This is an optimization exercise on Yosys and OpenROAD, whose aim is small area, a short achievable clock period and few clock cycles per item, not a production implementation. No functional check of the RTL was part of any run shown here.

$ cat flow/config.mk
export PLATFORM = sky130hd
export DESIGN_NAME = integer_square_root_with_fraction
export DESIGN_NICKNAME = integer_square_root_with_fraction
export VERILOG_FILES = /design/flow/design.v
export SDC_FILE = /design/flow/constraint.sdc
export NUM_CORES = 4
export LEC_CHECK = 0
export ABC_AREA = 1
export CAP_MARGIN = 20
export CORE_MARGIN = 2
export CORE_UTILIZATION = 40
export SETUP_SLACK_MARGIN = 5
export SLEW_MARGIN = 20
$ cat flow/constraint.sdc
create_clock -name core_clock -period 8.0 [get_ports {clk_i}]
set_input_delay 1.6000 -clock core_clock [delete_from_list [all_inputs] [get_ports {clk_i}]]
set_output_delay 1.6000 -clock core_clock [all_outputs]
set_load 0.01 [all_outputs]
$ cat flow/design.v
`timescale 1ns / 1ps
package isqf_pkg;
  localparam int unsigned RADICAND_W  = 31;
  localparam int unsigned INT_ROOT_W  = 16;
  localparam int unsigned SCALED_W    = 33;
  localparam int unsigned INT_RAD_W   = 2 * INT_ROOT_W;
  localparam int unsigned SCALE_MAX_W = 34;
  localparam int unsigned SPLIT_W     = 17;
  localparam int unsigned PROD_W      = RADICAND_W + SPLIT_W;
  function automatic logic [63:0] pow10(input integer e);
    logic [63:0] r;
    integer      i;
    r = 64'd1;
    for (i = 0; i < e; i = i + 1) begin
      r = r * 64'd10;
    end
    pow10 = r;
  endfunction
endpackage
`timescale 1ns / 1ps
import isqf_pkg::*;
module integer_square_root_with_fraction #(
  parameter int unsigned FRAC_DIGITS = 5
) (
  input  logic                              clk_i,
  input  logic                              rst_ni,
  input  logic                              in_valid_i,
  output logic                              in_ready_o,
  input  logic [isqf_pkg::RADICAND_W-1:0]   in_radicand_i,
  output logic                              out_valid_o,
  input  logic                              out_ready_i,
  output logic [isqf_pkg::INT_ROOT_W-1:0]   out_int_root_o,
  output logic [isqf_pkg::SCALED_W-1:0]     out_scaled_root_o
);
  logic sk_v, va, vm;
  logic rdy_q;   
  logic [30:0] vs;
  logic adv;
  logic [30:0] sk_d, n_a, n_in;
  logic in_fire;
  assign adv        = ~vs[30] | out_ready_i;
  assign in_ready_o = rdy_q;
  assign in_fire    = in_valid_i & ~sk_v;
  always_ff @(posedge clk_i or negedge rst_ni) begin
    if (!rst_ni) begin
      sk_v <= 1'b0;
      rdy_q <= 1'b1;
      va   <= 1'b0;
      vm   <= 1'b0;
      vs   <= '0;
    end else if (adv) begin
      sk_v <= 1'b0;
      rdy_q <= 1'b1;
      va   <= sk_v | in_fire;
      vm   <= va;
      vs   <= {vs[29:0], vm};
    end else begin
      sk_v <= sk_v | in_fire;
      rdy_q <= ~(sk_v | in_fire);
    end
  end
  logic [55:0] m_t [8];
  logic [55:0] m_s [6];
  logic [55:0] m_c [6];
  logic [55:0] ms_q, mc_q, m_d;
  logic [54:0] m_q;
  assign m_t[0] = (56'(n_a) << 23) | 56'd264;
  assign m_t[1] = 56'(n_a) << 20;
  assign m_t[2] = 56'(n_a) << 18;
  assign m_t[3] = 56'(n_a) << 16;
  assign m_t[4] = 56'(n_a) << 10;
  assign m_t[5] = (~(56'(n_a))) << 8;
  assign m_t[6] = (~(56'(n_a))) << 3;
  assign m_t[7] = 56'(n_a);
  assign m_s[0] = m_t[0] ^ m_t[1] ^ m_t[2];
  assign m_c[0] = ((m_t[0] & m_t[1]) | (m_t[0] & m_t[2]) | (m_t[1] & m_t[2])) << 1;
  assign m_s[1] = m_t[3] ^ m_t[4] ^ m_t[5];
  assign m_c[1] = ((m_t[3] & m_t[4]) | (m_t[3] & m_t[5]) | (m_t[4] & m_t[5])) << 1;
  assign m_s[2] = m_t[6] ^ m_t[7] ^ m_s[0];
  assign m_c[2] = ((m_t[6] & m_t[7]) | (m_t[6] & m_s[0]) | (m_t[7] & m_s[0])) << 1;
  assign m_s[3] = m_c[0] ^ m_s[1] ^ m_c[1];
  assign m_c[3] = ((m_c[0] & m_s[1]) | (m_c[0] & m_c[1]) | (m_s[1] & m_c[1])) << 1;
  assign m_s[4] = m_s[2] ^ m_c[2] ^ m_s[3];
  assign m_c[4] = ((m_s[2] & m_c[2]) | (m_s[2] & m_s[3]) | (m_c[2] & m_s[3])) << 1;
  assign m_s[5] = m_s[4] ^ m_c[4] ^ m_c[3];
  assign m_c[5] = ((m_s[4] & m_c[4]) | (m_s[4] & m_c[3]) | (m_c[4] & m_c[3])) << 1;
  assign m_d = ms_q + mc_q;
  assign m_q = m_d[54:0];
  assign n_in = sk_v ? sk_d : in_radicand_i;
  always_ff @(posedge clk_i) begin
    if (!adv && !sk_v) sk_d <= in_radicand_i;
    if (adv) begin
      n_a   <= n_in;
      ms_q <= m_s[5];
      mc_q <= m_c[5];
    end
  end
  logic [1:0] s0_t0_r; logic s0_t0_g;
  assign s0_t0_g = |{1'b0, m_q[54]};
  assign s0_t0_r = {1'b0, m_q[54]} - 2'(s0_t0_g);
  logic [3:0] s0_t1_c, s0_t1_tr, s0_t1_d; logic s0_t1_g; logic [2:0] s0_t1_r; logic [1:0] s0_t1_q;
  assign s0_t1_c  = {s0_t0_r, m_q[53:52]};
  assign s0_t1_tr = 4'({s0_t0_g, 2'b01});
  assign s0_t1_d  = s0_t1_c - s0_t1_tr;
  assign s0_t1_g  = ~s0_t1_d[3];
  assign s0_t1_r  = s0_t1_g ? s0_t1_d[2:0] : s0_t1_c[2:0];
  assign s0_t1_q  = {s0_t0_g, s0_t1_g};
  logic [1:0] s0_q;
  logic [2:0] s0_r;
  logic [51:0] s0_rad;
  always_ff @(posedge clk_i) begin
    if (adv) begin
      s0_q <= s0_t1_q;
      s0_r <= s0_t1_r;
      s0_rad <= m_q[51:0];
    end
  end
  logic [4:0] s1_t0_c, s1_t0_tr, s1_t0_d; logic s1_t0_g; logic [3:0] s1_t0_r; logic [2:0] s1_t0_q;
  assign s1_t0_c  = {s0_r, s0_rad[51:50]};
  assign s1_t0_tr = 5'({s0_q, 2'b01});
  assign s1_t0_d  = s1_t0_c - s1_t0_tr;
  assign s1_t0_g  = ~s1_t0_d[4];
  assign s1_t0_r  = s1_t0_g ? s1_t0_d[3:0] : s1_t0_c[3:0];
  assign s1_t0_q  = {s0_q, s1_t0_g};
  logic [5:0] s1_t1_c, s1_t1_tr, s1_t1_d; logic s1_t1_g; logic [4:0] s1_t1_r; logic [3:0] s1_t1_q;
  assign s1_t1_c  = {s1_t0_r, s0_rad[49:48]};
  assign s1_t1_tr = 6'({s1_t0_q, 2'b01});
  assign s1_t1_d  = s1_t1_c - s1_t1_tr;
  assign s1_t1_g  = ~s1_t1_d[5];
  assign s1_t1_r  = s1_t1_g ? s1_t1_d[4:0] : s1_t1_c[4:0];
  assign s1_t1_q  = {s1_t0_q, s1_t1_g};
  logic [3:0] s1_q;
  logic [4:0] s1_r;
  logic [47:0] s1_rad;
  always_ff @(posedge clk_i) begin
    if (adv) begin
      s1_q <= s1_t1_q;
      s1_r <= s1_t1_r;
      s1_rad <= s0_rad[47:0];
    end
  end
  logic [6:0] s2_t0_c, s2_t0_tr, s2_t0_d; logic s2_t0_g; logic [5:0] s2_t0_r; logic [4:0] s2_t0_q;
  assign s2_t0_c  = {s1_r, s1_rad[47:46]};
  assign s2_t0_tr = 7'({s1_q, 2'b01});
  assign s2_t0_d  = s2_t0_c - s2_t0_tr;
  assign s2_t0_g  = ~s2_t0_d[6];
  assign s2_t0_r  = s2_t0_g ? s2_t0_d[5:0] : s2_t0_c[5:0];
  assign s2_t0_q  = {s1_q, s2_t0_g};
  logic [4:0] s2_q;
  logic [5:0] s2_r;
  logic [45:0] s2_rad;
  always_ff @(posedge clk_i) begin
    if (adv) begin
      s2_q <= s2_t0_q;
      s2_r <= s2_t0_r;
      s2_rad <= s1_rad[45:0];
    end
  end
  logic [7:0] s3_t0_c, s3_t0_tr, s3_t0_d; logic s3_t0_g; logic [6:0] s3_t0_r; logic [5:0] s3_t0_q;
  assign s3_t0_c  = {s2_r, s2_rad[45:44]};
  assign s3_t0_tr = 8'({s2_q, 2'b01});
  assign s3_t0_d  = s3_t0_c - s3_t0_tr;
  assign s3_t0_g  = ~s3_t0_d[7];
  assign s3_t0_r  = s3_t0_g ? s3_t0_d[6:0] : s3_t0_c[6:0];
  assign s3_t0_q  = {s2_q, s3_t0_g};
  logic [5:0] s3_q;
  logic [6:0] s3_r;
  logic [43:0] s3_rad;
  always_ff @(posedge clk_i) begin
    if (adv) begin
      s3_q <= s3_t0_q;
      s3_r <= s3_t0_r;
      s3_rad <= s2_rad[43:0];
    end
  end
  logic [8:0] s4_t0_c, s4_t0_tr, s4_t0_d; logic s4_t0_g; logic [7:0] s4_t0_r; logic [6:0] s4_t0_q;
  assign s4_t0_c  = {s3_r, s3_rad[43:42]};
  assign s4_t0_tr = 9'({s3_q, 2'b01});
  assign s4_t0_d  = s4_t0_c - s4_t0_tr;
  assign s4_t0_g  = ~s4_t0_d[8];
  assign s4_t0_r  = s4_t0_g ? s4_t0_d[7:0] : s4_t0_c[7:0];
  assign s4_t0_q  = {s3_q, s4_t0_g};
  logic [6:0] s4_q;
  logic [7:0] s4_r;
  logic [41:0] s4_rad;
  always_ff @(posedge clk_i) begin
    if (adv) begin
      s4_q <= s4_t0_q;
      s4_r <= s4_t0_r;
      s4_rad <= s3_rad[41:0];
    end
  end
  logic [9:0] s5_t0_c, s5_t0_tr, s5_t0_d; logic s5_t0_g; logic [8:0] s5_t0_r; logic [7:0] s5_t0_q;
  assign s5_t0_c  = {s4_r, s4_rad[41:40]};
  assign s5_t0_tr = 10'({s4_q, 2'b01});
  assign s5_t0_d  = s5_t0_c - s5_t0_tr;
  assign s5_t0_g  = ~s5_t0_d[9];
  assign s5_t0_r  = s5_t0_g ? s5_t0_d[8:0] : s5_t0_c[8:0];
  assign s5_t0_q  = {s4_q, s5_t0_g};
  logic [7:0] s5_q;
  logic [8:0] s5_r;
  logic [39:0] s5_rad;
  always_ff @(posedge clk_i) begin
    if (adv) begin
      s5_q <= s5_t0_q;
      s5_r <= s5_t0_r;
      s5_rad <= s4_rad[39:0];
    end
  end
  logic [10:0] s6_t0_c, s6_t0_tr, s6_t0_d; logic s6_t0_g; logic [9:0] s6_t0_r; logic [8:0] s6_t0_q;
  assign s6_t0_c  = {s5_r, s5_rad[39:38]};
  assign s6_t0_tr = 11'({s5_q, 2'b01});
  assign s6_t0_d  = s6_t0_c - s6_t0_tr;
  assign s6_t0_g  = ~s6_t0_d[10];
  assign s6_t0_r  = s6_t0_g ? s6_t0_d[9:0] : s6_t0_c[9:0];
  assign s6_t0_q  = {s5_q, s6_t0_g};
  logic [8:0] s6_q;
  logic [9:0] s6_r;
  logic [37:0] s6_rad;
  always_ff @(posedge clk_i) begin
    if (adv) begin
      s6_q <= s6_t0_q;
      s6_r <= s6_t0_r;
      s6_rad <= s5_rad[37:0];
    end
  end
  logic [11:0] s7_t0_c, s7_t0_tr, s7_t0_d; logic s7_t0_g; logic [10:0] s7_t0_r; logic [9:0] s7_t0_q;
  assign s7_t0_c  = {s6_r, s6_rad[37:36]};
  assign s7_t0_tr = 12'({s6_q, 2'b01});
  assign s7_t0_d  = s7_t0_c - s7_t0_tr;
  assign s7_t0_g  = ~s7_t0_d[11];
  assign s7_t0_r  = s7_t0_g ? s7_t0_d[10:0] : s7_t0_c[10:0];
  assign s7_t0_q  = {s6_q, s7_t0_g};
  logic [9:0] s7_q;
  logic [10:0] s7_r;
  logic [35:0] s7_rad;
  always_ff @(posedge clk_i) begin
    if (adv) begin
      s7_q <= s7_t0_q;
      s7_r <= s7_t0_r;
      s7_rad <= s6_rad[35:0];
    end
  end
  logic [12:0] s8_t0_c, s8_t0_tr, s8_t0_d; logic s8_t0_g; logic [11:0] s8_t0_r; logic [10:0] s8_t0_q;
  assign s8_t0_c  = {s7_r, s7_rad[35:34]};
  assign s8_t0_tr = 13'({s7_q, 2'b01});
  assign s8_t0_d  = s8_t0_c - s8_t0_tr;
  assign s8_t0_g  = ~s8_t0_d[12];
  assign s8_t0_r  = s8_t0_g ? s8_t0_d[11:0] : s8_t0_c[11:0];
  assign s8_t0_q  = {s7_q, s8_t0_g};
  logic [10:0] s8_q;
  logic [11:0] s8_r;
  logic [33:0] s8_rad;
  always_ff @(posedge clk_i) begin
    if (adv) begin
      s8_q <= s8_t0_q;
      s8_r <= s8_t0_r;
      s8_rad <= s7_rad[33:0];
    end
  end
  logic [13:0] s9_t0_c, s9_t0_tr, s9_t0_d; logic s9_t0_g; logic [12:0] s9_t0_r; logic [11:0] s9_t0_q;
  assign s9_t0_c  = {s8_r, s8_rad[33:32]};
  assign s9_t0_tr = 14'({s8_q, 2'b01});
  assign s9_t0_d  = s9_t0_c - s9_t0_tr;
  assign s9_t0_g  = ~s9_t0_d[13];
  assign s9_t0_r  = s9_t0_g ? s9_t0_d[12:0] : s9_t0_c[12:0];
  assign s9_t0_q  = {s8_q, s9_t0_g};
  logic [11:0] s9_q;
  logic [12:0] s9_r;
  logic [31:0] s9_rad;
  always_ff @(posedge clk_i) begin
    if (adv) begin
      s9_q <= s9_t0_q;
      s9_r <= s9_t0_r;
      s9_rad <= s8_rad[31:0];
    end
  end
  logic [14:0] s10_t0_c, s10_t0_tr, s10_t0_d; logic s10_t0_g; logic [13:0] s10_t0_r; logic [12:0] s10_t0_q;
  assign s10_t0_c  = {s9_r, s9_rad[31:30]};
  assign s10_t0_tr = 15'({s9_q, 2'b01});
  assign s10_t0_d  = s10_t0_c - s10_t0_tr;
  assign s10_t0_g  = ~s10_t0_d[14];
  assign s10_t0_r  = s10_t0_g ? s10_t0_d[13:0] : s10_t0_c[13:0];
  assign s10_t0_q  = {s9_q, s10_t0_g};
  logic [12:0] s10_q;
  logic [13:0] s10_r;
  logic [29:0] s10_rad;
  always_ff @(posedge clk_i) begin
    if (adv) begin
      s10_q <= s10_t0_q;
      s10_r <= s10_t0_r;
      s10_rad <= s9_rad[29:0];
    end
  end
  logic [15:0] s11_t0_c, s11_t0_tr, s11_t0_d; logic s11_t0_g; logic [14:0] s11_t0_r; logic [13:0] s11_t0_q;
  assign s11_t0_c  = {s10_r, s10_rad[29:28]};
  assign s11_t0_tr = 16'({s10_q, 2'b01});
  assign s11_t0_d  = s11_t0_c - s11_t0_tr;
  assign s11_t0_g  = ~s11_t0_d[15];
  assign s11_t0_r  = s11_t0_g ? s11_t0_d[14:0] : s11_t0_c[14:0];
  assign s11_t0_q  = {s10_q, s11_t0_g};
  logic [13:0] s11_q;
  logic [14:0] s11_r;
  logic [27:0] s11_rad;
  always_ff @(posedge clk_i) begin
    if (adv) begin
      s11_q <= s11_t0_q;
      s11_r <= s11_t0_r;
      s11_rad <= s10_rad[27:0];
    end
  end
  logic [16:0] s12_t0_c, s12_t0_tr, s12_t0_d; logic s12_t0_g; logic [15:0] s12_t0_r; logic [14:0] s12_t0_q;
  assign s12_t0_c  = {s11_r, s11_rad[27:26]};
  assign s12_t0_tr = 17'({s11_q, 2'b01});
  assign s12_t0_d  = s12_t0_c - s12_t0_tr;
  assign s12_t0_g  = ~s12_t0_d[16];
  assign s12_t0_r  = s12_t0_g ? s12_t0_d[15:0] : s12_t0_c[15:0];
  assign s12_t0_q  = {s11_q, s12_t0_g};
  logic [14:0] s12_q;
  logic [15:0] s12_r;
  logic [25:0] s12_rad;
  always_ff @(posedge clk_i) begin
    if (adv) begin
      s12_q <= s12_t0_q;
      s12_r <= s12_t0_r;
      s12_rad <= s11_rad[25:0];
    end
  end
  logic [17:0] s13_t0_c, s13_t0_tr, s13_t0_d; logic s13_t0_g; logic [16:0] s13_t0_r; logic [15:0] s13_t0_q;
  assign s13_t0_c  = {s12_r, s12_rad[25:24]};
  assign s13_t0_tr = 18'({s12_q, 2'b01});
  assign s13_t0_d  = s13_t0_c - s13_t0_tr;
  assign s13_t0_g  = ~s13_t0_d[17];
  assign s13_t0_r  = s13_t0_g ? s13_t0_d[16:0] : s13_t0_c[16:0];
  assign s13_t0_q  = {s12_q, s13_t0_g};
  logic [15:0] s13_q;
  logic [16:0] s13_r;
  logic [23:0] s13_rad;
  always_ff @(posedge clk_i) begin
    if (adv) begin
      s13_q <= s13_t0_q;
      s13_r <= s13_t0_r;
      s13_rad <= s12_rad[23:0];
    end
  end
  logic [18:0] s14_t0_c, s14_t0_tr, s14_t0_d; logic s14_t0_g; logic [17:0] s14_t0_r; logic [16:0] s14_t0_q;
  assign s14_t0_c  = {s13_r, s13_rad[23:22]};
  assign s14_t0_tr = 19'({s13_q, 2'b01});
  assign s14_t0_d  = s14_t0_c - s14_t0_tr;
  assign s14_t0_g  = ~s14_t0_d[18];
  assign s14_t0_r  = s14_t0_g ? s14_t0_d[17:0] : s14_t0_c[17:0];
  assign s14_t0_q  = {s13_q, s14_t0_g};
  logic [16:0] s14_q;
  logic [17:0] s14_r;
  logic [21:0] s14_rad;
  always_ff @(posedge clk_i) begin
    if (adv) begin
      s14_q <= s14_t0_q;
      s14_r <= s14_t0_r;
      s14_rad <= s13_rad[21:0];
    end
  end
  logic [19:0] s15_t0_c, s15_t0_tr, s15_t0_d; logic s15_t0_g; logic [18:0] s15_t0_r; logic [17:0] s15_t0_q;
  assign s15_t0_c  = {s14_r, s14_rad[21:20]};
  assign s15_t0_tr = 20'({s14_q, 2'b01});
  assign s15_t0_d  = s15_t0_c - s15_t0_tr;
  assign s15_t0_g  = ~s15_t0_d[19];
  assign s15_t0_r  = s15_t0_g ? s15_t0_d[18:0] : s15_t0_c[18:0];
  assign s15_t0_q  = {s14_q, s15_t0_g};
  logic [17:0] s15_q;
  logic [18:0] s15_r;
  logic [19:0] s15_rad;
  always_ff @(posedge clk_i) begin
    if (adv) begin
      s15_q <= s15_t0_q;
      s15_r <= s15_t0_r;
      s15_rad <= s14_rad[19:0];
    end
  end
  logic [20:0] s16_t0_c, s16_t0_tr, s16_t0_d; logic s16_t0_g; logic [19:0] s16_t0_r; logic [18:0] s16_t0_q;
  assign s16_t0_c  = {s15_r, s15_rad[19:18]};
  assign s16_t0_tr = 21'({s15_q, 2'b01});
  assign s16_t0_d  = s16_t0_c - s16_t0_tr;
  assign s16_t0_g  = ~s16_t0_d[20];
  assign s16_t0_r  = s16_t0_g ? s16_t0_d[19:0] : s16_t0_c[19:0];
  assign s16_t0_q  = {s15_q, s16_t0_g};
  logic [18:0] s16_q;
  logic [19:0] s16_r;
  logic [17:0] s16_rad;
  always_ff @(posedge clk_i) begin
    if (adv) begin
      s16_q <= s16_t0_q;
      s16_r <= s16_t0_r;
      s16_rad <= s15_rad[17:0];
    end
  end
  logic [21:0] s17_t0_c, s17_t0_tr, s17_t0_d; logic s17_t0_g; logic [20:0] s17_t0_r; logic [19:0] s17_t0_q;
  assign s17_t0_c  = {s16_r, s16_rad[17:16]};
  assign s17_t0_tr = 22'({s16_q, 2'b01});
  assign s17_t0_d  = s17_t0_c - s17_t0_tr;
  assign s17_t0_g  = ~s17_t0_d[21];
  assign s17_t0_r  = s17_t0_g ? s17_t0_d[20:0] : s17_t0_c[20:0];
  assign s17_t0_q  = {s16_q, s17_t0_g};
  logic [19:0] s17_q;
  logic [20:0] s17_r;
  logic [15:0] s17_rad;
  always_ff @(posedge clk_i) begin
    if (adv) begin
      s17_q <= s17_t0_q;
      s17_r <= s17_t0_r;
      s17_rad <= s16_rad[15:0];
    end
  end
  logic [22:0] s18_t0_c, s18_t0_tr, s18_t0_d; logic s18_t0_g; logic [21:0] s18_t0_r; logic [20:0] s18_t0_q;
  assign s18_t0_c  = {s17_r, s17_rad[15:14]};
  assign s18_t0_tr = 23'({s17_q, 2'b01});
  assign s18_t0_d  = s18_t0_c - s18_t0_tr;
  assign s18_t0_g  = ~s18_t0_d[22];
  assign s18_t0_r  = s18_t0_g ? s18_t0_d[21:0] : s18_t0_c[21:0];
  assign s18_t0_q  = {s17_q, s18_t0_g};
  logic [20:0] s18_q;
  logic [21:0] s18_r;
  logic [13:0] s18_rad;
  always_ff @(posedge clk_i) begin
    if (adv) begin
      s18_q <= s18_t0_q;
      s18_r <= s18_t0_r;
      s18_rad <= s17_rad[13:0];
    end
  end
  logic [23:0] s19_t0_c, s19_t0_tr, s19_t0_d; logic s19_t0_g; logic [22:0] s19_t0_r; logic [21:0] s19_t0_q;
  assign s19_t0_c  = {s18_r, s18_rad[13:12]};
  assign s19_t0_tr = 24'({s18_q, 2'b01});
  assign s19_t0_d  = s19_t0_c - s19_t0_tr;
  assign s19_t0_g  = ~s19_t0_d[23];
  assign s19_t0_r  = s19_t0_g ? s19_t0_d[22:0] : s19_t0_c[22:0];
  assign s19_t0_q  = {s18_q, s19_t0_g};
  logic [21:0] s19_q;
  logic [22:0] s19_r;
  logic [11:0] s19_rad;
  always_ff @(posedge clk_i) begin
    if (adv) begin
      s19_q <= s19_t0_q;
      s19_r <= s19_t0_r;
      s19_rad <= s18_rad[11:0];
    end
  end
  logic [24:0] s20_t0_c, s20_t0_tr, s20_t0_d; logic s20_t0_g; logic [23:0] s20_t0_r; logic [22:0] s20_t0_q;
  assign s20_t0_c  = {s19_r, s19_rad[11:10]};
  assign s20_t0_tr = 25'({s19_q, 2'b01});
  assign s20_t0_d  = s20_t0_c - s20_t0_tr;
  assign s20_t0_g  = ~s20_t0_d[24];
  assign s20_t0_r  = s20_t0_g ? s20_t0_d[23:0] : s20_t0_c[23:0];
  assign s20_t0_q  = {s19_q, s20_t0_g};
  logic [22:0] s20_q;
  logic [23:0] s20_r;
  logic [9:0] s20_rad;
  always_ff @(posedge clk_i) begin
    if (adv) begin
      s20_q <= s20_t0_q;
      s20_r <= s20_t0_r;
      s20_rad <= s19_rad[9:0];
    end
  end
  logic [25:0] s21_t0_c, s21_t0_tr, s21_t0_d; logic s21_t0_g; logic [24:0] s21_t0_r; logic [23:0] s21_t0_q;
  assign s21_t0_c  = {s20_r, s20_rad[9:8]};
  assign s21_t0_tr = 26'({s20_q, 2'b01});
  assign s21_t0_d  = s21_t0_c - s21_t0_tr;
  assign s21_t0_g  = ~s21_t0_d[25];
  assign s21_t0_r  = s21_t0_g ? s21_t0_d[24:0] : s21_t0_c[24:0];
  assign s21_t0_q  = {s20_q, s21_t0_g};
  logic [23:0] s21_q;
  logic [24:0] s21_r;
  logic [7:0] s21_rad;
  always_ff @(posedge clk_i) begin
    if (adv) begin
      s21_q <= s21_t0_q;
      s21_r <= s21_t0_r;
      s21_rad <= s20_rad[7:0];
    end
  end
  logic [26:0] s22_t0_c, s22_t0_tr, s22_t0_d; logic s22_t0_g; logic [25:0] s22_t0_r; logic [24:0] s22_t0_q;
  assign s22_t0_c  = {s21_r, s21_rad[7:6]};
  assign s22_t0_tr = 27'({s21_q, 2'b01});
  assign s22_t0_d  = s22_t0_c - s22_t0_tr;
  assign s22_t0_g  = ~s22_t0_d[26];
  assign s22_t0_r  = s22_t0_g ? s22_t0_d[25:0] : s22_t0_c[25:0];
  assign s22_t0_q  = {s21_q, s22_t0_g};
  logic [24:0] s22_q;
  logic [25:0] s22_r;
  logic [5:0] s22_rad;
  always_ff @(posedge clk_i) begin
    if (adv) begin
      s22_q <= s22_t0_q;
      s22_r <= s22_t0_r;
      s22_rad <= s21_rad[5:0];
    end
  end
  logic [27:0] s23_t0_c, s23_t0_tr, s23_t0_d; logic s23_t0_g; logic [26:0] s23_t0_r; logic [25:0] s23_t0_q;
  assign s23_t0_c  = {s22_r, s22_rad[5:4]};
  assign s23_t0_tr = 28'({s22_q, 2'b01});
  assign s23_t0_d  = s23_t0_c - s23_t0_tr;
  assign s23_t0_g  = ~s23_t0_d[27];
  assign s23_t0_r  = s23_t0_g ? s23_t0_d[26:0] : s23_t0_c[26:0];
  assign s23_t0_q  = {s22_q, s23_t0_g};
  logic [25:0] s23_q;
  logic [26:0] s23_r;
  logic [3:0] s23_rad;
  always_ff @(posedge clk_i) begin
    if (adv) begin
      s23_q <= s23_t0_q;
      s23_r <= s23_t0_r;
      s23_rad <= s22_rad[3:0];
    end
  end
  logic [28:0] s24_t0_c, s24_t0_tr, s24_t0_d; logic s24_t0_g; logic [27:0] s24_t0_r; logic [26:0] s24_t0_q;
  assign s24_t0_c  = {s23_r, s23_rad[3:2]};
  assign s24_t0_tr = 29'({s23_q, 2'b01});
  assign s24_t0_d  = s24_t0_c - s24_t0_tr;
  assign s24_t0_g  = ~s24_t0_d[28];
  assign s24_t0_r  = s24_t0_g ? s24_t0_d[27:0] : s24_t0_c[27:0];
  assign s24_t0_q  = {s23_q, s24_t0_g};
  logic [26:0] s24_q;
  logic [27:0] s24_r;
  logic [1:0] s24_rad;
  always_ff @(posedge clk_i) begin
    if (adv) begin
      s24_q <= s24_t0_q;
      s24_r <= s24_t0_r;
      s24_rad <= s23_rad[1:0];
    end
  end
  logic [29:0] s25_t0_c, s25_t0_tr, s25_t0_d; logic s25_t0_g; logic [28:0] s25_t0_r; logic [27:0] s25_t0_q;
  assign s25_t0_c  = {s24_r, s24_rad[1:0]};
  assign s25_t0_tr = 30'({s24_q, 2'b01});
  assign s25_t0_d  = s25_t0_c - s25_t0_tr;
  assign s25_t0_g  = ~s25_t0_d[29];
  assign s25_t0_r  = s25_t0_g ? s25_t0_d[28:0] : s25_t0_c[28:0];
  assign s25_t0_q  = {s24_q, s25_t0_g};
  logic [12:0] s25_v13_x; logic s25_v13_g; logic [11:0] s25_v13_r;
  assign s25_v13_x = s24_q[26:14];
  assign s25_v13_g = (s25_v13_x >= 13'd3125);
  assign s25_v13_r = 12'(s25_v13_g ? (s25_v13_x - 13'd3125) : s25_v13_x);
  logic [27:0] s25_q;
  logic [28:0] s25_r;
  logic [11:0] s25_dr; logic [0:0] s25_dq;
  always_ff @(posedge clk_i) begin
    if (adv) begin
      s25_q <= s25_t0_q;
      s25_r <= s25_t0_r;
      s25_dr <= s25_v13_r;
      s25_dq <= s25_v13_g;
    end
  end
  logic [30:0] s26_t0_c, s26_t0_tr, s26_t0_d; logic s26_t0_g; logic [29:0] s26_t0_r; logic [28:0] s26_t0_q;
  assign s26_t0_c  = {s25_r, 2'b00};
  assign s26_t0_tr = 31'({s25_q, 2'b01});
  assign s26_t0_d  = s26_t0_c - s26_t0_tr;
  assign s26_t0_g  = ~s26_t0_d[30];
  assign s26_t0_r  = s26_t0_g ? s26_t0_d[29:0] : s26_t0_c[29:0];
  assign s26_t0_q  = {s25_q, s26_t0_g};
  logic [12:0] s26_v14_x; logic s26_v14_g; logic [11:0] s26_v14_r; logic [1:0] s26_v14_q;
  assign s26_v14_x = {s25_dr, s25_q[14]};
  assign s26_v14_g = (s26_v14_x >= 13'd3125);
  assign s26_v14_r = 12'(s26_v14_g ? (s26_v14_x - 13'd3125) : s26_v14_x);
  assign s26_v14_q = {s25_dq, s26_v14_g};
  logic [12:0] s26_v15_x; logic s26_v15_g; logic [11:0] s26_v15_r; logic [2:0] s26_v15_q;
  assign s26_v15_x = {s26_v14_r, s25_q[13]};
  assign s26_v15_g = (s26_v15_x >= 13'd3125);
  assign s26_v15_r = 12'(s26_v15_g ? (s26_v15_x - 13'd3125) : s26_v15_x);
  assign s26_v15_q = {s26_v14_q, s26_v15_g};
  logic [12:0] s26_v16_x; logic s26_v16_g; logic [11:0] s26_v16_r; logic [3:0] s26_v16_q;
  assign s26_v16_x = {s26_v15_r, s25_q[12]};
  assign s26_v16_g = (s26_v16_x >= 13'd3125);
  assign s26_v16_r = 12'(s26_v16_g ? (s26_v16_x - 13'd3125) : s26_v16_x);
  assign s26_v16_q = {s26_v15_q, s26_v16_g};
  logic [28:0] s26_q;
  logic [29:0] s26_r;
  logic [11:0] s26_dr; logic [3:0] s26_dq;
  always_ff @(posedge clk_i) begin
    if (adv) begin
      s26_q <= s26_t0_q;
      s26_r <= s26_t0_r;
      s26_dr <= s26_v16_r;
      s26_dq <= s26_v16_q;
    end
  end
  logic [31:0] s27_t0_c, s27_t0_tr, s27_t0_d; logic s27_t0_g; logic [30:0] s27_t0_r; logic [29:0] s27_t0_q;
  assign s27_t0_c  = {s26_r, 2'b00};
  assign s27_t0_tr = 32'({s26_q, 2'b01});
  assign s27_t0_d  = s27_t0_c - s27_t0_tr;
  assign s27_t0_g  = ~s27_t0_d[31];
  assign s27_t0_r  = s27_t0_g ? s27_t0_d[30:0] : s27_t0_c[30:0];
  assign s27_t0_q  = {s26_q, s27_t0_g};
  logic [12:0] s27_v17_x; logic s27_v17_g; logic [11:0] s27_v17_r; logic [4:0] s27_v17_q;
  assign s27_v17_x = {s26_dr, s26_q[12]};
  assign s27_v17_g = (s27_v17_x >= 13'd3125);
  assign s27_v17_r = 12'(s27_v17_g ? (s27_v17_x - 13'd3125) : s27_v17_x);
  assign s27_v17_q = {s26_dq, s27_v17_g};
  logic [12:0] s27_v18_x; logic s27_v18_g; logic [11:0] s27_v18_r; logic [5:0] s27_v18_q;
  assign s27_v18_x = {s27_v17_r, s26_q[11]};
  assign s27_v18_g = (s27_v18_x >= 13'd3125);
  assign s27_v18_r = 12'(s27_v18_g ? (s27_v18_x - 13'd3125) : s27_v18_x);
  assign s27_v18_q = {s27_v17_q, s27_v18_g};
  logic [12:0] s27_v19_x; logic s27_v19_g; logic [11:0] s27_v19_r; logic [6:0] s27_v19_q;
  assign s27_v19_x = {s27_v18_r, s26_q[10]};
  assign s27_v19_g = (s27_v19_x >= 13'd3125);
  assign s27_v19_r = 12'(s27_v19_g ? (s27_v19_x - 13'd3125) : s27_v19_x);
  assign s27_v19_q = {s27_v18_q, s27_v19_g};
  logic [29:0] s27_q;
  logic [30:0] s27_r;
  logic [11:0] s27_dr; logic [6:0] s27_dq;
  always_ff @(posedge clk_i) begin
    if (adv) begin
      s27_q <= s27_t0_q;
      s27_r <= s27_t0_r;
      s27_dr <= s27_v19_r;
      s27_dq <= s27_v19_q;
    end
  end
  logic [32:0] s28_t0_c, s28_t0_tr, s28_t0_d; logic s28_t0_g; logic [31:0] s28_t0_r; logic [30:0] s28_t0_q;
  assign s28_t0_c  = {s27_r, 2'b00};
  assign s28_t0_tr = 33'({s27_q, 2'b01});
  assign s28_t0_d  = s28_t0_c - s28_t0_tr;
  assign s28_t0_g  = ~s28_t0_d[32];
  assign s28_t0_r  = s28_t0_g ? s28_t0_d[31:0] : s28_t0_c[31:0];
  assign s28_t0_q  = {s27_q, s28_t0_g};
  logic [12:0] s28_v20_x; logic s28_v20_g; logic [11:0] s28_v20_r; logic [7:0] s28_v20_q;
  assign s28_v20_x = {s27_dr, s27_q[10]};
  assign s28_v20_g = (s28_v20_x >= 13'd3125);
  assign s28_v20_r = 12'(s28_v20_g ? (s28_v20_x - 13'd3125) : s28_v20_x);
  assign s28_v20_q = {s27_dq, s28_v20_g};
  logic [12:0] s28_v21_x; logic s28_v21_g; logic [11:0] s28_v21_r; logic [8:0] s28_v21_q;
  assign s28_v21_x = {s28_v20_r, s27_q[9]};
  assign s28_v21_g = (s28_v21_x >= 13'd3125);
  assign s28_v21_r = 12'(s28_v21_g ? (s28_v21_x - 13'd3125) : s28_v21_x);
  assign s28_v21_q = {s28_v20_q, s28_v21_g};
  logic [12:0] s28_v22_x; logic s28_v22_g; logic [11:0] s28_v22_r; logic [9:0] s28_v22_q;
  assign s28_v22_x = {s28_v21_r, s27_q[8]};
  assign s28_v22_g = (s28_v22_x >= 13'd3125);
  assign s28_v22_r = 12'(s28_v22_g ? (s28_v22_x - 13'd3125) : s28_v22_x);
  assign s28_v22_q = {s28_v21_q, s28_v22_g};
  logic [30:0] s28_q;
  logic [31:0] s28_r;
  logic [11:0] s28_dr; logic [9:0] s28_dq;
  always_ff @(posedge clk_i) begin
    if (adv) begin
      s28_q <= s28_t0_q;
      s28_r <= s28_t0_r;
      s28_dr <= s28_v22_r;
      s28_dq <= s28_v22_q;
    end
  end
  logic [33:0] s29_t0_c, s29_t0_tr, s29_t0_d; logic s29_t0_g; logic [32:0] s29_t0_r; logic [31:0] s29_t0_q;
  assign s29_t0_c  = {s28_r, 2'b00};
  assign s29_t0_tr = 34'({s28_q, 2'b01});
  assign s29_t0_d  = s29_t0_c - s29_t0_tr;
  assign s29_t0_g  = ~s29_t0_d[33];
  assign s29_t0_r  = s29_t0_g ? s29_t0_d[32:0] : s29_t0_c[32:0];
  assign s29_t0_q  = {s28_q, s29_t0_g};
  logic [12:0] s29_v23_x; logic s29_v23_g; logic [11:0] s29_v23_r; logic [10:0] s29_v23_q;
  assign s29_v23_x = {s28_dr, s28_q[8]};
  assign s29_v23_g = (s29_v23_x >= 13'd3125);
  assign s29_v23_r = 12'(s29_v23_g ? (s29_v23_x - 13'd3125) : s29_v23_x);
  assign s29_v23_q = {s28_dq, s29_v23_g};
  logic [12:0] s29_v24_x; logic s29_v24_g; logic [11:0] s29_v24_r; logic [11:0] s29_v24_q;
  assign s29_v24_x = {s29_v23_r, s28_q[7]};
  assign s29_v24_g = (s29_v24_x >= 13'd3125);
  assign s29_v24_r = 12'(s29_v24_g ? (s29_v24_x - 13'd3125) : s29_v24_x);
  assign s29_v24_q = {s29_v23_q, s29_v24_g};
  logic [12:0] s29_v25_x; logic s29_v25_g; logic [11:0] s29_v25_r; logic [12:0] s29_v25_q;
  assign s29_v25_x = {s29_v24_r, s28_q[6]};
  assign s29_v25_g = (s29_v25_x >= 13'd3125);
  assign s29_v25_r = 12'(s29_v25_g ? (s29_v25_x - 13'd3125) : s29_v25_x);
  assign s29_v25_q = {s29_v24_q, s29_v25_g};
  logic [31:0] s29_q;
  logic [32:0] s29_r;
  logic [11:0] s29_dr; logic [12:0] s29_dq;
  always_ff @(posedge clk_i) begin
    if (adv) begin
      s29_q <= s29_t0_q;
      s29_r <= s29_t0_r;
      s29_dr <= s29_v25_r;
      s29_dq <= s29_v25_q;
    end
  end
  logic [34:0] s30_t0_c, s30_t0_tr, s30_t0_d; logic s30_t0_g; logic [33:0] s30_t0_r; logic [32:0] s30_t0_q;
  assign s30_t0_c  = {s29_r, 2'b00};
  assign s30_t0_tr = 35'({s29_q, 2'b01});
  assign s30_t0_d  = s30_t0_c - s30_t0_tr;
  assign s30_t0_g  = ~s30_t0_d[34];
  assign s30_t0_r  = s30_t0_g ? s30_t0_d[33:0] : s30_t0_c[33:0];
  assign s30_t0_q  = {s29_q, s30_t0_g};
  logic [12:0] s30_v26_x; logic s30_v26_g; logic [11:0] s30_v26_r; logic [13:0] s30_v26_q;
  assign s30_v26_x = {s29_dr, s29_q[6]};
  assign s30_v26_g = (s30_v26_x >= 13'd3125);
  assign s30_v26_r = 12'(s30_v26_g ? (s30_v26_x - 13'd3125) : s30_v26_x);
  assign s30_v26_q = {s29_dq, s30_v26_g};
  logic [12:0] s30_v27_x; logic s30_v27_g; logic [11:0] s30_v27_r; logic [14:0] s30_v27_q;
  assign s30_v27_x = {s30_v26_r, s29_q[5]};
  assign s30_v27_g = (s30_v27_x >= 13'd3125);
  assign s30_v27_r = 12'(s30_v27_g ? (s30_v27_x - 13'd3125) : s30_v27_x);
  assign s30_v27_q = {s30_v26_q, s30_v27_g};
  logic [12:0] s30_v28_x; logic s30_v28_g; logic [11:0] s30_v28_r; logic [15:0] s30_v28_q;
  assign s30_v28_x = {s30_v27_r, s29_q[4]};
  assign s30_v28_g = (s30_v28_x >= 13'd3125);
  assign s30_v28_r = 12'(s30_v28_g ? (s30_v28_x - 13'd3125) : s30_v28_x);
  assign s30_v28_q = {s30_v27_q, s30_v28_g};
  logic [32:0] s30_q;
  logic [11:0] s30_dr; logic [15:0] s30_dq;
  always_ff @(posedge clk_i) begin
    if (adv) begin
      s30_q <= s30_t0_q;
      s30_dq <= s30_v28_q;
    end
  end
  assign out_valid_o       = vs[30];
  assign out_scaled_root_o = s30_q;
  assign out_int_root_o    = s30_dq;
endmodule
$ cat flow/run.sh
#!/bin/bash
# synth_recipe.tcl (not shown) runs the flow's synth.tcl, then flattens the netlist and writes it again
# the make line also repeats each setting of config.mk as NAME=value (left out here)
make -C /OpenROAD-flow-scripts/flow DESIGN_CONFIG=/design/flow/config.mk WORK_HOME=/design/flow/orfs CLKGATE_MAP_FILE= SYNTH_SCRIPT=/design/flow/synth_recipe.tcl finish
==> impl_metrics.csv, run 1 <==
group,metric,value,unit
run_status,status,"complete, no violations",
sta,report.final.slew_viol_count,0,
die,die_w,525,um
die,coreArea,271000,um^2
layout,utilization,52.0,%
sta,setup_violations,0,
grt,track_usage,18.7,%
synth,yosysWarnings,4,
grt,grt_pass1_vias,76753,
placement,dpl_cell_area,114000,um^2
setup_path,worst_setup_path_end_kind,"flop",
grt,grtUsageMet2,34.7,%
routing,drt.antenna.violating_nets,0,
synth,yosys_register_bits,2071,
synth,syn_nets,10998,
die,start_util,40.2,%
die,rows,191,
routing,post-route-drc-count,0,
synth,synth_largest_area_cell,"edfxtp_1",
routing,wire_per_inst,18.2,um
placement,dp_hpwl,172000,um
die,pin_count,86,
grt,grt_use_met3,2.29,%
grt,top_usage_layer,"met2",
synth,synth_compound_area_share,8.75,%
routing,routed_wl,274000,um
layout,drive_gt1_share,27.2,%
setup_path,cp_num_buf_inv,8,
cts,cts_max_level,4,
setup_path,path_max_fanout,8,
layout,final_area,141000,um^2
synth,ys_async_sr_fraction,1.69,%
synth,synthesis.area,109000,um^2
cts,clkSlewWorstSetupHoldPaths,0.06,ns
run,maxCapViolCount,0,
sta,worst_pin_slew,0.996,ns
setup_path,crit_top_cell,"nor2_4",
synth,avgSynthCellArea,10.8,um^2
synth,netlist.area_leader.share,56.2,%
cts,postCtsHoldBufs,0,
cts,cts_root_buf,"clkbuf_16",
synth,synth-edff-count,2036,
setup_path,crit_arrival,4.31,ns
setup_path,startpoint_type,"flop",
cts,cts_tree,"yes",
sta,min_period,3.62,ns
synth,yosys-top-cells-count,"edfxtp_1 (2,036), nand2_1 (1,917), inv_1 (1,442)",
die,dieArea,276000,um^2
routing,dr.pass1.iters,8,
cts,cts_max_path_buffers,4,
routing,post_drt_via_cell_ratio,5.09,
synth,ys.flop_type,"edfxtp_1",
synth,ys_seq_area_share,57.0,%
sta,rsz0062_at_grt,"true",
routing,dr_total_vias,76581,
synth,synth_adder_area_share,11.2,%
cts,cts_made_buffers,230,
synth,synth-simple-area-share,12.2,%
layout,area_delta_synth_final,29.3,%
setup_path,crit_required,8.69,ns
placement,pre_cts_ws,3.01,ns
sta,relSlewSlack,33.5,%
synth,synthMostInstantiatedCell,"edfxtp_1",
sta,fmax,276,MHz
layout,fin_nets,12197,
synth,syn-instance-count,10095,
grt,antenna_found_initial,2,
sta,layout_setup_ws,4.38,ns
placement,port_buffers,85,
synth,synthDistinctLibCells,63,
sta,tns,0,ns
placement,gp_congestion,0.923,
synth,netlist_top_cells_area,"edfxtp_1 (56%), ha_1 (7.9%), nand2_1 (6.6%), inv_1 (5.0%), a21oi_1 (3.8%)",
sta,hold_viol_final,0,
setup_path,critical_path_class,"flop to flop",
setup_path,crit_family,"simple AND/OR/NAND/NOR gates",
routing,drt_iter0_drc,5278,
cts,cts.sinks,2071,
worst_hold_path,hold_class,"flop to flop",
synth,synthXorXnorAreaFrac,5.07,%
cts,clock_latency,0.92,ns
grt,grt_overflow,0,
grt,grt_max_degree,95,
grt,grtUsageMet1,20.8,%
sta,fin_crit_sh,45.2,%
synth,muxShareOfSynthArea,0.0299,%
setup_path,cpPeakStageDelay,0.55,ns
synth,synth_top_family_by_area,"simple AND/OR/NAND/NOR gates",
sta,finClkSkew,0.0967,ns
grt,grt_pass1_wl,413000,um
die,die_y,525,um
setup_path,cp_slowest_cell,"edfxtp_1",
setup_path,reg2reg_slack,4.38,ns
## flip-flops by register name, summed over array words and instances (netlist names), 33 cells and up
| signal | flops |
|---|---|
| s6_rad | 38 |
| s7_rad | 36 |
| s3_rad | 44 |
| mc_q | 49 |
| s0_rad | 52 |
| s4_rad | 42 |
| ms_q | 55 |
| s8_rad | 34 |
| s5_rad | 40 |
| s2_rad | 46 |
| s30_q | 33 |
| s1_rad | 48 |
## worst register-to-register path, delay by kind of cell, from the launching register on
family	cells	cell delay [ns]
adder cells (fa/ha/maj)	1	0.13
AND/OR/NAND/NOR	20	1.92
flip-flops	1	0.55
buffers and inverters	8	0.91
## final cells by class
class                      count  area (um^2)
inverter                    1471         5750
tap                         3570         4470
antenna                        2         5.00
multi-input combinational   6439        49500
clock buffer                 256         5870
timing repair inverter        14          121
sequential                  2071        62000
timing repair buffer        1067        11100
fill                       22729       130000
clock inverter               157         1740
## kinds of logic after synthesis
kind of cell	after synthesis
DFF	2071
muxes	3
adders and majority gates	868
xor gates and xnor gates	630
and+or+nand+nor	3162
AOI/OAI and AO/OA	1744
buffers and inverters	1617
## metrics by stage
step | std cells | hold WS, ns
2_1_floorplan | 10095 | 0.400
3_3_place_gp | 13649 | 0.400
3_5_place_dp | 13649 | 0.405
4_1_cts | 14752 | 0.367
5_1_grt | 15046 | 0.362
6_report | 15047 | 0.366
## placed cells by master (no fill, tap or decap), types with 47 or more instances in the layout
cell | netlist | routed
nand2_4 | 2 | 200
nor2_1 | 617 | 423
nand4_1 | 120 | 120
clkinv_2 | 1 | 50
nand3_4 | 4 | 47
inv_2 | 23 | 114
o21ai_0 | 580 | 275
fa_1 | 178 | 156
xnor2_1 | 269 | 258
a31oi_1 | 63 | 54
buf_6 | 16 | 162
nand2_2 | 31 | 296
nand3_2 | 13 | 64
buf_12 | 0 | 63
o21ai_2 | 6 | 175
ha_4 | 0 | 92
clkbuf_16 | 0 | 246
inv_1 | 1442 | 1314
a21oi_2 | 5 | 156
xor2_1 | 361 | 344
nand3_1 | 303 | 222
nor2_2 | 28 | 64
nand2_1 | 1917 | 1443
nor2_4 | 12 | 174
buf_4 | 7 | 667
o21ai_1 | 27 | 125
ha_1 | 690 | 575
a21oi_1 | 824 | 633
buf_16 | 0 | 60
edfxtp_1 | 2036 | 2036
## path summary, 6_finish.rpt
kind / from / endpoint / cells past startpoint
max in group asynchronous: rst_ni / rdy_q / 2
min in group asynchronous: rst_ni / sk_v / 2
max: s27_dr[2] / s28_dr[8] / 29
min reg2reg: s11_rad[7] / s12_rad[7] / 0
max reg2reg: s27_dr[2] / s28_dr[8] / 29
min: s11_rad[7] / s12_rad[7] / 0
## repair_timing
action                     in CTS  in global routing
setup buffers                 588                267
hold endpoints to repair        0                  0
setup endpoints to repair    2651               1161
gates resized for setup      1842               1182
cloned                        102                 26
pin swaps                     422                522
## per-layer routing
metal / share of wire [%] / vias to the layer above / wire (um)
met5: 0 / - / 0
met4: 5.9 / 0 / 16300
met3: 3.8 / 755 / 10500
met2: 53 / 1796 / 144000
met1: 38 / 36993 / 103000
li1: - / 37037 / -
==> inputs of run 2 (changes only) <==
--- a/flow/config.mk
+++ b/flow/config.mk
@@ -9,5 +9,7 @@
 export CAP_MARGIN = 20
 export CORE_MARGIN = 2
 export CORE_UTILIZATION = 40
+export CTS_CLUSTER_DIAMETER = 60
+export CTS_CLUSTER_SIZE = 30
 export SETUP_SLACK_MARGIN = 5
 export SLEW_MARGIN = 20
==> run 2 against run 1 <==
Effect of this change: still clean on timing, DRC and antenna; clock skew fell by 0.018 ns; final area down 1.2%; final cell count decreased by 0.72%; hold slack improved by 0.0087 ns; global-route usage decreased by 0.17 points; utilization fell by 0.63 points; area after synthesis unchanged; highest routed layer unchanged.
==> impl_metrics.csv, run 2 <==
group,metric,value,unit
layout,n_fill_cell,22911,
layout,drive_gt1_share,27.0,%
cts,postCtsHoldBufs,0,
layout,final_cell_mix,"edfxtp_1 (2,036), nand2_1 (1,460), inv_1 (1,312), buf_4 (677), a21oi_1 (631)",
placement,dp_hpwl,172000,um
grt,grt_use_met3,2.37,%
placement,numPlacedInstances,13649,
worst_hold_path,hp-start,"s1_rad[22]",
layout,top_register,"ms_q",
die,rows,191,
layout,largestRegisters,"ms_q x55, s0_rad x52, mc_q x49",
layout,area_delta_synth_final,27.7,%
routing,routed_wl,274000,um
placement,pre_cts_ws,3.01,ns
run,maxCapViolCount,0,
layout,final_area,139000,um^2
routing,drt_iter0_drc,5362,
synth,synthesis.area,109000,um^2
grt,antenna_found_initial,2,
grt,grtUsageMet2,34.8,%
synth,synthMostInstantiatedCell,"edfxtp_1",
synth,netlist_top_cells_area,"edfxtp_1 (56%), ha_1 (7.9%), nand2_1 (6.6%), inv_1 (5.0%), a21oi_1 (3.8%)",
grt,grt_overflow,0,
synth,syn-instance-count,10095,
setup_path,cpPeakStageDelay,0.60,ns
cts,cts_max_path_buffers,4,
grt,grt_max_degree,101,
die,dieArea,276000,um^2
grt,grt_pass1_wl,410000,um
grt,track_usage,18.5,%
die,pin_count,86,
sta,hold_viol_final,0,
sta,report.final.slew_viol_count,0,
sta,setup_violations,0,
die,start_util,40.2,%
sta,layout_setup_ws,4.33,ns
die,die_w,525,um
placement,gp_congestion,0.923,
synth,avgSynthCellArea,10.8,um^2
setup_path,reg2reg_slack,4.33,ns
die,coreArea,271000,um^2
setup_path,crit_required,8.58,ns
routing,dr_total_vias,76249,
setup_path,cp_slowest_cell,"edfxtp_1",
synth,yosys_register_bits,2071,
cts,cts_tree,"yes",
synth,netlist.area_leader.share,56.2,%
routing,wire_per_inst,18.3,um
die,die_y,525,um
setup_path,path_cells,"nand2_1 -> nand3_1 -> nand4_4 -> buf_6 -> nand2_8 -> nand2_2 -> nand2_2 -> nor2_2 -> nand2_2 -> nor2_4 -> nor2_4 -> nand3_4 -> nand2_4 -> nand2_4 -> inv_4 -> ha_4 -> inv_2 -> nor2_2 -> nand4_1 -> nor2_4 -> nor2_2 -> nand3_1 -> nand2_1",
sta,min_period,3.67,ns
sta,finClkSkew,0.0790,ns
setup_path,startpoint,"s27_dr[1]",
synth,synthDistinctLibCells,63,
run_status,status,"complete, no violations",
layout,final_common_cell,"edfxtp_1",
synth,synth_largest_area_cell,"edfxtp_1",
placement,port_buffers,85,
synth,yosysWarnings,4,
synth,yosys-top-cells-count,"edfxtp_1 (2,036), nand2_1 (1,917), inv_1 (1,442)",
cts,cts.sinks,2071,
grt,grtUsageMet1,20.7,%
cts,clkSlewWorstSetupHoldPaths,0.09,ns
worst_hold_path,hold_class,"flop to flop",
setup_path,crit_family,"simple AND/OR/NAND/NOR gates",
layout,utilization,51.3,%
setup_path,path_max_fanout,8,
sta,fmax,272,MHz
setup_path,startpoint_type,"flop",
layout,largest_reg_flops,55,
cts,clock_latency,0.90,ns
routing,post-route-drc-count,0,
sta,relSlewSlack,34.6,%
sta,fin_crit_sh,45.9,%
setup_path,cp_num_buf_inv,3,
synth,ys.flop_type,"edfxtp_1",
cts,cts_max_level,4,
layout,fin_nets,12133,
synth,ys_seq_area_share,57.0,%
grt,grt_pass1_vias,76128,
placement,dpl_cell_area,114000,um^2
setup_path,critical_path_class,"flop to flop",
sta,worst_pin_slew,0.980,ns
cts,cts_made_buffers,171,
setup_path,reg2reg_from,"s27_dr[1]",
layout,final_cells,14939,
synth,ys_async_sr_fraction,1.69,%
synth,syn_nets,10998,
grt,top_usage_layer,"met2",
setup_path,crit_arrival,4.25,ns
routing,post_drt_via_cell_ratio,5.10,
synth,synth-edff-count,2036,
routing,dr.pass1.iters,8,
setup_path,worst_setup_path_end_kind,"flop",
cts,cts_root_buf,"clkbuf_16",
sta,rsz0062_at_grt,"true",
routing,drt.antenna.violating_nets,0,
-- run 2: per-stage QoR --
step	setup TNS (ns)	hold WS (ns)
final	0	0.375
after global routing	0	0.384
after CTS	0	0.381
after detailed placement	0	0.405
after global placement	0	0.400
after floorplan	-56.79	0.400
-- run 2: cell type report --
type	instances	area [um^2]	area share, %
sequential	2071	62000	44.6
timing repair inverter	17	146	0.105
antenna	3	7.51	0.00540
clock inverter	128	1720	1.24
multi-input combinational	6445	49500	35.7
tap	3570	4470	3.22
timing repair buffer	1053	10900	7.84
inverter	1471	5750	4.14
clock buffer	181	4380	3.15
-- run 2: per-layer routing --
layer	part of all wire, %	up-vias
met3	3.9	701
li1	-	36865
met4	5.6	0
met5	0	-
met2	53	1725
met1	38	36958
-- run 2: kinds of logic after synthesis --
group	count (synthesis)	share of synthesized area, %
xor+xnor	630	5.07
simple gates	3162	12.2
mux	3	0.0299
fa+ha+maj	868	11.2
compound gates	1744	8.75
buf+inv	1617	5.73
flops	2071	57.0
-- run 2: what timing repair did --
action                      CTS  global route
pin swaps                   397           506
gates resized for setup    1746          1256
buffers inserted            548           287
setup endpoints to repair  2657          1283
cloned                      104            39
-- run 2: final timing paths --
check,cells past startpoint,end
max,23,s28_dr[8]
min,0,s2_rad[22]
max reg2reg,23,s28_dr[8]
min reg2reg,0,s2_rad[22]
max in group asynchronous,2,rdy_q
min in group asynchronous,2,sk_v

[re-timing with driven ports]
How much do the figures lean on ideal ports? The routed layouts below were timed once more, with nothing changed but the port constraints.
Step 1 assumes that a clkbuf_16 drives the clock port and a buf_2 every other input.
Step 2, shift: input delay + t, output delay - t, t = (earliest + latest rising clock arrival at the registers) / 2. This alone moves slack from input paths to output paths.
Three values: ideal, step 1, step 2; two values: the first two.
run	shift t [ns]	slack for setup (ns)	latest minus earliest clock arrival (ns)	cell pins on the clock port's net
run 1	0.950	4.381 / 4.381 / 4.045	0.121 / 0.121	1
run 2	0.950	4.326 / 4.326 / 4.098	0.090 / 0.091	1
After both steps setup and hold are still met in every run listed. For run 1, which loses most, drivers alone change the setup slack by 0.000 ns; drivers and shift together by -0.336 ns.
